Context: an optimization exercise on an open-source flow, tuned for small area, a short achievable clock period and few clock cycles. The choices shown serve that exercise and are no tape-out recipe.
The RTL was checked by simulation tests, not by an equivalence proof against the original design.
No activity file was given, so power comes from the tool's default toggle rates.

==> 09-25: inputs <==
Design least_busy_core_job_dispatcher, start of the top module:
module least_busy_core_job_dispatcher (
	input  logic        clk,
	input  logic        arst_n,
	input  logic        req_valid,
	output logic        req_ready,
	input  logic [1:0]  operation,
	input  logic [1:0]  group,
	input  logic [31:0] job_latency,
	input  logic [31:0] start_delay,
	input  logic [15:0] job_tag,
	output logic        rsp_valid,
	input  logic        rsp_ready,
	output logic [1:0]  kind,
	output logic [1:0]  group_out,
	output logic [2:0]  core,
	output logic [15:0] tag_out,
	output logic [31:0] latency_out,
	output logic [63:0] event_time,
	output logic        status,
	output logic        last,
	input  logic        psel,
	input  logic        penable,
	input  logic        pwrite,
	input  logic [3:0]  paddr,
	input  logic [31:0] pwdata,
	output logic [31:0] prdata,
	output logic        pready
);
	logic [2:0][2:0] cfg_q;
	logic            cfg_we;
	logic         cmd_v;
	logic [1:0]   cmd_op;
	logic [1:0]   cmd_grp;
	logic [2:0]   cmd_n;
	logic [31:0]  cmd_lat;
	logic [15:0]  cmd_tag;
	logic [lbcjd_pkg::TW-1:0] cmd_rdy;
	logic [lbcjd_pkg::TW-1:0] cmd_fin;
	logic         cmd_ld0;
	logic         cmd_lat0;
	logic         cmd_ld1;
	logic         consume;
	logic [63:0]  time_w;
	logic         t_inc;
	logic         res_v;
	logic [120:0] res;
	logic [56:0]  out_q;
	logic         out_v_q;
  ...
make LEC_CHECK=0 CAP_MARGIN=20 CELL_PAD_IN_SITES_DETAIL_PLACEMENT=0 CELL_PAD_IN_SITES_GLOBAL_PLACEMENT=1 CORE_MARGIN=2 CORE_UTILIZATION=53 CTS_CLUSTER_DIAMETER=70 CTS_CLUSTER_SIZE=40 PLACE_DENSITY=0.72 SETUP_SLACK_MARGIN=5 SLEW_MARGIN=20 SYNTH_HIERARCHICAL=1 SYNTH_MEMORY_MAX_BITS=16384 SYNTH_MINIMUM_KEEP_SIZE=0 TNS_END_PERCENT=0 finish   # period 10.0 ns
run.sh (not shown) runs the stock make flow with config.mk's settings and CLKGATE_MAP_FILE= SYNTH_SCRIPT=/design/flow/synth_recipe.tcl, a recipe that flattens the netlist after the stock synthesis.
==> 11-17: changes against 09-25 <==
Settings changed: CORE_UTILIZATION 53 to 50, CTS_CLUSTER_DIAMETER 70 to 60, CTS_CLUSTER_SIZE 40 to 35, PLACE_DENSITY 0.72 to 0.7, TNS_END_PERCENT 0 to 5.
==> 11-18: changes against 09-25 <==
--- a/flow/design.v
+++ b/flow/design.v
@@ -108,13 +108,13 @@
 	input  logic [1:0]       group,
 	input  logic [31:0]      job_latency,
 	input  logic [31:0]      start_delay,
 	input  logic [15:0]      job_tag,
 	input  logic [2:0][2:0]  cfg_cores,
 	input  logic [63:0]      time_q,
-	input  logic             t_inc,
+	input  logic             tick_end,
 	output logic             cmd_v,
 	output logic [1:0]       cmd_op,
 	output logic [1:0]       cmd_grp,
 	output logic [2:0]       cmd_n,
 	output logic [31:0]      cmd_lat,
 	output logic [15:0]      cmd_tag,
@@ -196,14 +196,14 @@
 	assign ld0  = lat0 && (h_dly == 32'd0);
 	assign ld1  = (lat0 && (h_dly[31:1] == 31'd0)) ||
 		((h_lat == 32'd1) && (h_dly == 32'd0));
 	always_ff @(posedge clk) begin
 		if (adv) begin
 			{cmd_op, cmd_grp, cmd_n, cmd_lat, cmd_tag} <= {h_op, h_grp, h_n, h_lat, h_tag};
-			cmd_rdy  <= t_inc ? rdy1 : rdy0;
-			cmd_fin  <= t_inc ? fin1 : fin0;
+			cmd_rdy  <= tick_end ? rdy1 : rdy0;
+			cmd_fin  <= tick_end ? fin1 : fin0;
 			cmd_ld0  <= ld0;
 			cmd_lat0 <= lat0;
 			cmd_ld1  <= ld1;
 		end
 	end
 endmodule
@@ -220,23 +220,21 @@
 	input  logic [lbcjd_pkg::TW-1:0] cmd_fin,
 	input  logic         cmd_ld0,
 	input  logic         cmd_lat0,
 	input  logic         cmd_ld1,
 	output logic         consume,
 	output logic [63:0]  time_o,
-	output logic         t_inc,
+	output logic         tick_end,
 	input  logic         can_out,
 	output logic         res_v,
 	output logic [120:0] res
 );
 	localparam int NC = lbcjd_pkg::NCORE_ALL;
 	localparam int TW = lbcjd_pkg::TW;
 	localparam int NW = NC * 3;
 	logic [63:0]             time_q;
-	logic                    cont_q;     
-	logic                    tick_end;
 	logic [NC-1:0][63:0]     busy_q;
 	logic [NC-1:0][2:0]      cnt_q;
 	logic [NC-1:0]           due_q;
 	logic [NC-1:0]           rsel_q;     
 	logic                    rest_q;     
 	logic [NC-1:0][2:0]      rp_q;       
@@ -248,13 +246,15 @@
 	logic [NW-1:0][31:0]     wlat_q;
 	logic [NW-1:0][TW-1:0]   wret_q;
 	logic [NW-1:0]           wz_q;
 	logic        go;
 	logic        is_sub, is_acc, is_tick, is_clr;
 	logic        has_n;
-	assign time_o  = time_q;
+	assign time_o = time_q;
+	logic [TW-1:0] cmd_hret;
+	assign cmd_hret = cmd_ld0 ? t_next[TW-1:0] : cmd_fin;
 	logic [63:0]       t_next;
 	logic [TW-1:0]     t_b2;     
 	logic [NC-1:0]     rsel;
 	logic              any_due;
 	logic              rest;
 	logic [3:0]        r_idx;
@@ -269,14 +269,12 @@
 	logic              n_eq_b2;
 	logic              redue;
 	logic              more;
 	logic [63:0]       r_sum;
 	logic [NC-1:0]     due_new;
 	lbcjd_inc #(.W(64)) u_tn (.a(time_q), .s(t_next));
-	logic [TW-1:0] cmd_hret;
-	assign cmd_hret = cmd_ld0 ? t_next[TW-1:0] : cmd_fin;
 	logic [TW-1:0] tb2_q;
 	logic [TW-1:0] tb2_inc;
 	assign t_b2 = tb2_q;
 	lbcjd_inc #(.W(TW)) u_tb2 (.a(tb2_q), .s(tb2_inc));
 	assign rsel    = rsel_q;
 	assign any_due = |due_q;
@@ -438,17 +436,16 @@
 	assign is_clr   = (cmd_op == lbcjd_pkg::OP_CLEAR);
 	assign has_n    = (cmd_n != 3'd0);
 	assign go       = cmd_v && can_out;
 	assign consume  = go && !(is_tick && any_due && more);
 	assign res_v    = go && (!is_tick || any_due);
 	assign tick_end = go && is_tick && !(any_due && more);
-	assign t_inc    = go && is_tick && !cont_q;
 	always_comb begin
 		if (is_tick) begin
 			res = {lbcjd_pkg::K_DONE, r_idx[3:2], 1'b0, r_idx[1:0], r_tag, r_lat,
-				t_next, 1'b0, !more};   
+				t_next, 1'b0, !more};
 		end else if (is_clr) begin
 			res = {lbcjd_pkg::K_CLEARED, 2'b00, 3'd0, 16'd0, 32'd0, time_q,
 				1'b0, 1'b1};
 		end else if (!has_n) begin
 			res = {is_sub ? lbcjd_pkg::K_DONE : lbcjd_pkg::K_LATENCY, cmd_grp,
 				3'd4, cmd_tag, 32'd0, time_q, 1'b0, 1'b1};
@@ -488,24 +485,22 @@
 				due_d[c] = due_q[c];
 		end
 	end
 	always_ff @(posedge clk or negedge arst_n) begin
 		if (!arst_n) begin
 			time_q <= '0;
-			cont_q <= 1'b0;
 			tb2_q  <= TW'(2);
 			busy_q <= '0;
 			cnt_q  <= '0;
 			due_q  <= '0;
 			rsel_q <= '0;
 			rest_q <= 1'b0;
 			rp_q   <= {NC{3'b001}};
 		end else begin
-			if (t_inc) time_q <= t_next;
-			if (go && is_tick) cont_q <= !tick_end;
 			if (tick_end) begin
+				time_q <= t_next;
 				tb2_q  <= tb2_inc;
 			end
 			due_q  <= due_d;
 			rsel_q <= due_d & (~due_d + NC'(1));
 			rest_q <= |(due_d & (due_d - NC'(1)));
 			for (int c = 0; c < NC; c++) begin
@@ -589,18 +584,22 @@
 	logic [lbcjd_pkg::TW-1:0] cmd_fin;
 	logic         cmd_ld0;
 	logic         cmd_lat0;
 	logic         cmd_ld1;
 	logic         consume;
 	logic [63:0]  time_w;
-	logic         t_inc;
+	logic         tick_end;
 	logic         res_v;
 	logic [120:0] res;
-	logic [56:0]  out_q;
-	logic         out_v_q;
+	logic [120:0] ofifo_q [2];
+	logic         owp_q;
+	logic         orp_q;
+	logic [1:0]   ocnt_q;
 	logic         can_out;
+	logic         opop;
+	logic [120:0] oword;
 	assign pready = 1'b1;
 	assign cfg_we = psel && penable && pwrite;
 	always_ff @(posedge clk or negedge arst_n) begin
 		if (!arst_n) begin
 			cfg_q <= {3{3'd1}};
 		end else if (cfg_we) begin
@@ -629,13 +628,13 @@
 		.group       (group),
 		.job_latency (job_latency),
 		.start_delay (start_delay),
 		.job_tag     (job_tag),
 		.cfg_cores   (cfg_q),
 		.time_q      (time_w),
-		.t_inc       (t_inc),
+		.tick_end    (tick_end),
 		.cmd_v       (cmd_v),
 		.cmd_op      (cmd_op),
 		.cmd_grp     (cmd_grp),
 		.cmd_n       (cmd_n),
 		.cmd_lat     (cmd_lat),
 		.cmd_tag     (cmd_tag),
@@ -659,32 +658,39 @@
 		.cmd_fin (cmd_fin),
 		.cmd_ld0 (cmd_ld0),
 		.cmd_lat0(cmd_lat0),
 		.cmd_ld1 (cmd_ld1),
 		.consume (consume),
 		.time_o  (time_w),
-		.t_inc   (t_inc),
+		.tick_end(tick_end),
 		.can_out (can_out),
 		.res_v   (res_v),
 		.res     (res)
 	);
-	assign can_out = !out_v_q || rsp_ready;
+	assign can_out = (ocnt_q != 2'd2);
+	assign opop    = (ocnt_q != 2'd0) && rsp_ready;
 	always_ff @(posedge clk or negedge arst_n) begin
 		if (!arst_n) begin
-			out_v_q <= 1'b0;
-		end else if (can_out) begin
-			out_v_q <= res_v;
+			owp_q  <= 1'b0;
+			orp_q  <= 1'b0;
+			ocnt_q <= 2'd0;
+		end else begin
+			if (res_v) owp_q <= !owp_q;
+			if (opop) orp_q <= !orp_q;
+			if (res_v && !opop) ocnt_q <= ocnt_q + 2'd1;
+			else if (opop && !res_v) ocnt_q <= ocnt_q - 2'd1;
 		end
 	end
 	always_ff @(posedge clk) begin
-		if (can_out && res_v) out_q <= {res[120:66], res[1:0]};
+		if (res_v) ofifo_q[owp_q] <= res;
 	end
-	assign rsp_valid   = out_v_q;
-	assign kind        = out_q[56:55];
-	assign group_out   = out_q[54:53];
-	assign core        = out_q[52:50];
-	assign tag_out     = out_q[49:34];
-	assign latency_out = out_q[33:2];
-	assign event_time  = time_w;
-	assign status      = out_q[1];
-	assign last        = out_q[0];
+	assign oword       = ofifo_q[orp_q];
+	assign rsp_valid   = (ocnt_q != 2'd0);
+	assign kind        = oword[120:119];
+	assign group_out   = oword[118:117];
+	assign core        = oword[116:114];
+	assign tag_out     = oword[113:98];
+	assign latency_out = oword[97:66];
+	assign event_time  = oword[65:2];
+	assign status      = oword[1];
+	assign last        = oword[0];
 endmodule
Settings changed: CELL_PAD_IN_SITES_DETAIL_PLACEMENT 0 to 1, CELL_PAD_IN_SITES_GLOBAL_PLACEMENT 1 to 2, CORE_UTILIZATION 53 to 40, CTS_CLUSTER_DIAMETER 70 to default, CTS_CLUSTER_SIZE 40 to default, PLACE_DENSITY 0.72 to 0.6.
==> 07-21: changes against 09-25 <==
--- a/flow/design.v
+++ b/flow/design.v
@@ -117,12 +117,13 @@
 	output logic [1:0]       cmd_grp,
 	output logic [2:0]       cmd_n,
 	output logic [31:0]      cmd_lat,
 	output logic [15:0]      cmd_tag,
 	output logic [lbcjd_pkg::TW-1:0] cmd_rdy,
 	output logic [lbcjd_pkg::TW-1:0] cmd_fin,
+	output logic [lbcjd_pkg::TW-1:0] cmd_rdym1,
 	output logic             cmd_ld0,
 	output logic             cmd_lat0,
 	output logic             cmd_ld1,
 	input  logic             consume
 );
 	localparam int TW   = lbcjd_pkg::TW;
@@ -187,23 +188,28 @@
 	logic [TW-1:0] lat_w, dly_w, maj;
 	assign lat_w = TW'(h_lat);
 	assign dly_w = TW'(h_dly);
 	assign maj   = (t0 & lat_w) | (t0 & dly_w) | (lat_w & dly_w);
 	assign csa_s = t0 ^ lat_w ^ dly_w;
 	assign csa_c = {maj[TW-2:0], 1'b0};
+	logic [TW-1:0] rm1_s, rm1_c, rdym1_0;
+	assign rm1_s = ~(t0 ^ dly_w);
+	assign rm1_c = {(t0[TW-2:0] | dly_w[TW-2:0]), 1'b0};
+	lbcjd_add #(.W(TW)) u_rm1 (.a(rm1_s), .b(rm1_c), .ci(1'b0), .s(rdym1_0), .co());
 	lbcjd_add #(.W(TW)) u_fin0 (.a(csa_s), .b(csa_c), .ci(1'b0), .s(fin0), .co());
 	lbcjd_add #(.W(TW)) u_fin1 (.a(csa_s), .b(csa_c), .ci(1'b1), .s(fin1), .co());
 	assign lat0 = (h_lat == 32'd0);
 	assign ld0  = lat0 && (h_dly == 32'd0);
 	assign ld1  = (lat0 && (h_dly[31:1] == 31'd0)) ||
 		((h_lat == 32'd1) && (h_dly == 32'd0));
 	always_ff @(posedge clk) begin
 		if (adv) begin
 			{cmd_op, cmd_grp, cmd_n, cmd_lat, cmd_tag} <= {h_op, h_grp, h_n, h_lat, h_tag};
 			cmd_rdy  <= t_inc ? rdy1 : rdy0;
 			cmd_fin  <= t_inc ? fin1 : fin0;
+			cmd_rdym1 <= t_inc ? rdy0 : rdym1_0;
 			cmd_ld0  <= ld0;
 			cmd_lat0 <= lat0;
 			cmd_ld1  <= ld1;
 		end
 	end
 endmodule
@@ -215,12 +221,13 @@
 	input  logic [1:0]   cmd_grp,
 	input  logic [2:0]   cmd_n,
 	input  logic [31:0]  cmd_lat,
 	input  logic [15:0]  cmd_tag,
 	input  logic [lbcjd_pkg::TW-1:0] cmd_rdy,
 	input  logic [lbcjd_pkg::TW-1:0] cmd_fin,
+	input  logic [lbcjd_pkg::TW-1:0] cmd_rdym1,
 	input  logic         cmd_ld0,
 	input  logic         cmd_lat0,
 	input  logic         cmd_ld1,
 	output logic         consume,
 	output logic [63:0]  time_o,
 	output logic         t_inc,
@@ -245,12 +252,13 @@
 	logic [NC-1:0][31:0]     hlat_q;
 	logic [NC-1:0][TW-1:0]   hret_q;
 	logic [NW-1:0][15:0]     wtag_q;
 	logic [NW-1:0][31:0]     wlat_q;
 	logic [NW-1:0][TW-1:0]   wret_q;
 	logic [NW-1:0]           wz_q;
+	logic [NW-1:0]           wz1_q;      
 	logic        go;
 	logic        is_sub, is_acc, is_tick, is_clr;
 	logic        has_n;
 	assign time_o  = time_q;
 	logic [63:0]       t_next;
 	logic [TW-1:0]     t_b2;     
@@ -263,12 +271,13 @@
 	logic [63:0]       r_busy;
 	logic [2:0]        r_cnt;
 	logic [15:0]       n_tag;
 	logic [31:0]       n_lat;
 	logic [TW-1:0]     n_ret;
 	logic              n_z;
+	logic              n_z1;
 	logic              n_eq_b2;
 	logic              redue;
 	logic              more;
 	logic [63:0]       r_sum;
 	logic [NC-1:0]     due_new;
 	lbcjd_inc #(.W(64)) u_tn (.a(time_q), .s(t_next));
@@ -288,12 +297,13 @@
 		r_busy = '0;
 		r_cnt  = '0;
 		n_tag  = '0;
 		n_lat  = '0;
 		n_ret  = '0;
 		n_z    = '0;
+		n_z1   = '0;
 		for (int c = 0; c < NC; c++) begin
 			if (rsel[c]) begin
 				r_idx  = r_idx  | 4'(c);
 				r_tag  = r_tag  | htag_q[c];
 				r_lat  = r_lat  | hlat_q[c];
 				r_busy = r_busy | busy_q[c];
@@ -302,19 +312,20 @@
 			for (int k = 0; k < 3; k++) begin
 				if (rsel[c] && rp_q[c][k]) begin
 					n_tag = n_tag | wtag_q[3*c+k];
 					n_lat = n_lat | wlat_q[3*c+k];
 					n_ret = n_ret | wret_q[3*c+k];
 					n_z   = n_z   | wz_q[3*c+k];
+					n_z1  = n_z1  | wz1_q[3*c+k];
 				end
 			end
 		end
 	end
 	assign redue   = (r_cnt > 3'd1) && n_z;
 	assign more    = rest || redue;
-	assign n_eq_b2 = (n_ret == t_b2);
+	assign n_eq_b2 = n_z1;
 	lbcjd_add64 u_rsum (.a(r_busy), .b(r_lat), .s(r_sum));
 	always_comb begin
 		for (int c = 0; c < NC; c++)
 			due_new[c] = (cnt_q[c] != 3'd0) && (hret_q[c] == t_b2);
 	end
 	logic [2:0][3:0][3:0] le;       
@@ -334,12 +345,13 @@
 	logic [3:0][63:0]     x_sum;
 	logic [3:0][TW-1:0]   x_add;
 	logic [3:0][TW-1:0]   x_ret;
 	logic [3:0]           x_c;
 	logic [3:0]           x_ge;
 	logic [3:0]           x_z;
+	logic [3:0]           x_z1;
 	for (genvar g = 0; g < 3; g++) begin : g_le
 		for (genvar i = 0; i < 4; i++) begin : g_i
 			for (genvar j = 0; j < 4; j++) begin : g_j
 				if (j > i) begin : g_c
 					lbcjd_cout #(.W(64)) u_le (.a(busy_q[4*g+j]), .b(~busy_q[4*g+i]),
 						.ci(1'b1), .co(le[g][i][j]));
@@ -414,12 +426,13 @@
 			.s(x_add[i]), .co());
 		lbcjd_cout #(.W(TW-1)) u_xc (.a(gtail[i][TW-2:0]), .b(~cmd_rdy[TW-2:0]),
 			.ci(1'b1), .co(x_c[i]));
 		assign x_ge[i]  = !(gtail[i][TW-1] ^ !cmd_rdy[TW-1] ^ x_c[i]);
 		assign x_ret[i] = x_ge[i] ? x_add[i] : cmd_fin;
 		assign x_z[i]   = x_ge[i] && cmd_lat0;
+		assign x_z1[i]  = x_ge[i] ? cmd_lat1 : (cmd_lat0 && (gtail[i] == cmd_rdym1));
 	end
 	logic [3:0]      gfull;
 	logic [3:0][2:0] gwpos;
 	always_comb begin
 		for (int i = 0; i < 4; i++) begin
 			gfull[i] = (gcnt[i] == 3'd4);
@@ -429,12 +442,14 @@
 				default: gwpos[i] = grp1h[i];
 			endcase
 		end
 		full = |(psel & gfull);
 	end
 	assign p_core = {cmd_grp, p_idx};
+	logic cmd_lat1;
+	assign cmd_lat1 = (cmd_lat == 32'd1);
 	assign is_sub   = (cmd_op == lbcjd_pkg::OP_SUBMIT);
 	assign is_acc   = (cmd_op == lbcjd_pkg::OP_ACCOUNT);
 	assign is_tick  = (cmd_op == lbcjd_pkg::OP_TICK);
 	assign is_clr   = (cmd_op == lbcjd_pkg::OP_CLEAR);
 	assign has_n    = (cmd_n != 3'd0);
 	assign go       = cmd_v && can_out;
@@ -541,12 +556,13 @@
 			for (int k = 0; k < 3; k++) begin
 				if (en_sub[c] && cnt_q[c] != 3'd0 && gwpos[c % 4][k]) begin
 					wtag_q[3*c+k] <= cmd_tag;
 					wlat_q[3*c+k] <= cmd_lat;
 					wret_q[3*c+k] <= x_ret[c % 4];
 					wz_q[3*c+k]   <= x_z[c % 4];
+					wz1_q[3*c+k]  <= x_z1[c % 4];
 				end
 			end
 		end
 	end
 endmodule
 module least_busy_core_job_dispatcher (
@@ -584,12 +600,13 @@
 	logic [1:0]   cmd_grp;
 	logic [2:0]   cmd_n;
 	logic [31:0]  cmd_lat;
 	logic [15:0]  cmd_tag;
 	logic [lbcjd_pkg::TW-1:0] cmd_rdy;
 	logic [lbcjd_pkg::TW-1:0] cmd_fin;
+	logic [lbcjd_pkg::TW-1:0] cmd_rdym1;
 	logic         cmd_ld0;
 	logic         cmd_lat0;
 	logic         cmd_ld1;
 	logic         consume;
 	logic [63:0]  time_w;
 	logic         t_inc;
@@ -638,12 +655,13 @@
 		.cmd_grp     (cmd_grp),
 		.cmd_n       (cmd_n),
 		.cmd_lat     (cmd_lat),
 		.cmd_tag     (cmd_tag),
 		.cmd_rdy     (cmd_rdy),
 		.cmd_fin     (cmd_fin),
+		.cmd_rdym1   (cmd_rdym1),
 		.cmd_ld0     (cmd_ld0),
 		.cmd_lat0    (cmd_lat0),
 		.cmd_ld1     (cmd_ld1),
 		.consume     (consume)
 	);
 	lbcjd_back u_back (
@@ -654,12 +672,13 @@
 		.cmd_grp (cmd_grp),
 		.cmd_n   (cmd_n),
 		.cmd_lat (cmd_lat),
 		.cmd_tag (cmd_tag),
 		.cmd_rdy (cmd_rdy),
 		.cmd_fin (cmd_fin),
+		.cmd_rdym1(cmd_rdym1),
 		.cmd_ld0 (cmd_ld0),
 		.cmd_lat0(cmd_lat0),
 		.cmd_ld1 (cmd_ld1),
 		.consume (consume),
 		.time_o  (time_w),
 		.t_inc   (t_inc),
Settings changed: CORE_UTILIZATION 53 to 50, CTS_CLUSTER_DIAMETER 70 to 60, CTS_CLUSTER_SIZE 40 to 35, PLACE_DENSITY 0.72 to 0.7, TNS_END_PERCENT 0 to 5.
==> metrics.md <==
| Metric | Value |
|---|---|
| Status | `complete, but fails checks` |
| Failed Checks | `max-slew violations` |
| FP Rows | `about 290` |
| Critical path, cell by cell | `inv_1 > o22ai_1 > nor2_1 > and3_1 > nand3_1 > a31oi_1 > nand3_1 > o21ai_2 > o221ai_1 > o32ai_1 > buf_4 > nand2_1 > nor3_4 > buf_12` |
| Post-DP HPWL | `roughly 920 mm` |
| Max Transition Viols Final | `~80` |
The numbers above come from 11-17.

==> metrics.md <==
| Metric | Value |
|---|---|
| Max Transition Viols Final | `0` |
| FP Rows | `about 330` |
| Post-DP HPWL | `approximately 1100 mm` |
| Critical path, cell by cell | `inv_1 > o22ai_1 > nor4_1 > nand3_1 > a31oi_2 > nand3_1 > o21ai_1 > o211ai_1 > o31ai_1 > nand2_2 > nor3_4 > buf_12` |
| Gate power share | `roughly 57%` |
| Area Overhead vs Synth | `16.6%` |
| Status | `complete, no violations` |
| Met3 WL | `around 180 mm` |
The numbers above come from 11-18.

==> metrics.md <==
| Metric | Value |
|---|---|
| Status | `complete, no violations` |
| Max Transition Viols Final | `0` |
| CTS H-tree lvls | `5` |
| CP Depth | `14` |
| Critical path, cell by cell | `o22a_1 > o21ai_0 > nor4_4 > nand2_1 > nor4_2 > a211oi_4 > o21ai_2 > o211ai_1 > o31a_1 > buf_4 > or3_1 > nor2_4 > buf_6 > buf_8` |
| Gate power share | `between 50% and 60%` |
| Post-Syn Instances | `27922` |
| Post-DP HPWL | `approximately 900 mm` |
| FP Rows | `just under 300` |
The numbers above come from 07-21.

==> metrics.md <==
| Metric | Value |
|---|---|
| Status | `complete, no violations` |
| Max Transition Viols Final | `0` |
| Grt peak-use layer | `met2` |
| Fillers | `about 47000` |
| Fin nets | `between 20000 and 30000` |
| CTS buffer count | `411` |
| Critical path, cell by cell | `buf_4 > buf_6 > buf_12 > and2_4 > buf_4 > a22o_1 > nor4_2 > a31oi_1 > nor4b_4 > nand4_1 > nor4_4 > buf_4 > buf_4 > nand2_1 > o211a_1 > maj3_2 > o211a_1 > o2bb2ai_2` |
| Top Layer Used | `met5` |
| FP Rows | `between 200 and 300` |
| Worst Path Max Fanout | `35` |
The numbers above come from 09-25.

Testbench counts of 09-25, summed over its fixed seeds: cycles 3,838.
Testbench counts of 11-17, summed over its fixed seeds: cycles 3,838.
Testbench counts of 11-18, summed over its fixed seeds: cycles 3,838.
Testbench counts of 07-21, summed over its fixed seeds: cycles 3,838.

static timing again, ports no longer ideal:
The results above use ideal ports. As a check the final layouts listed here were re-extracted and re-timed, cells and wires unchanged. Step 1 sets driving cells, clkbuf_16 on the clock port and buf_2 on the other inputs (assumed; they add their load-dependent delay and slew). Step 2, shift: input delay + t, output delay - t, t = (earliest + latest rising clock arrival at the registers) / 2. This alone moves slack from input paths to output paths. Slacks: ideal / step 1 / step 2; pairs: ideal / step 1.
| run | t, ns | slack for setup (ns) | worst setup path after step 2 |
|---|---|---|---|
| 09-25 | 1.246 | 4.153 / 4.153 / 3.451 | input to register |
| 11-17 | 1.265 | 4.134 / 4.134 / 3.198 | input to register |
| 11-18 | 1.343 | 4.156 / 4.156 / 4.156 | register to register |
| 07-21 | 1.307 | 4.431 / 4.431 / 3.352 | input to register |
For 07-21, which loses most, drivers alone change the setup slack by 0.000 ns; drivers and shift together by -1.079 ns.
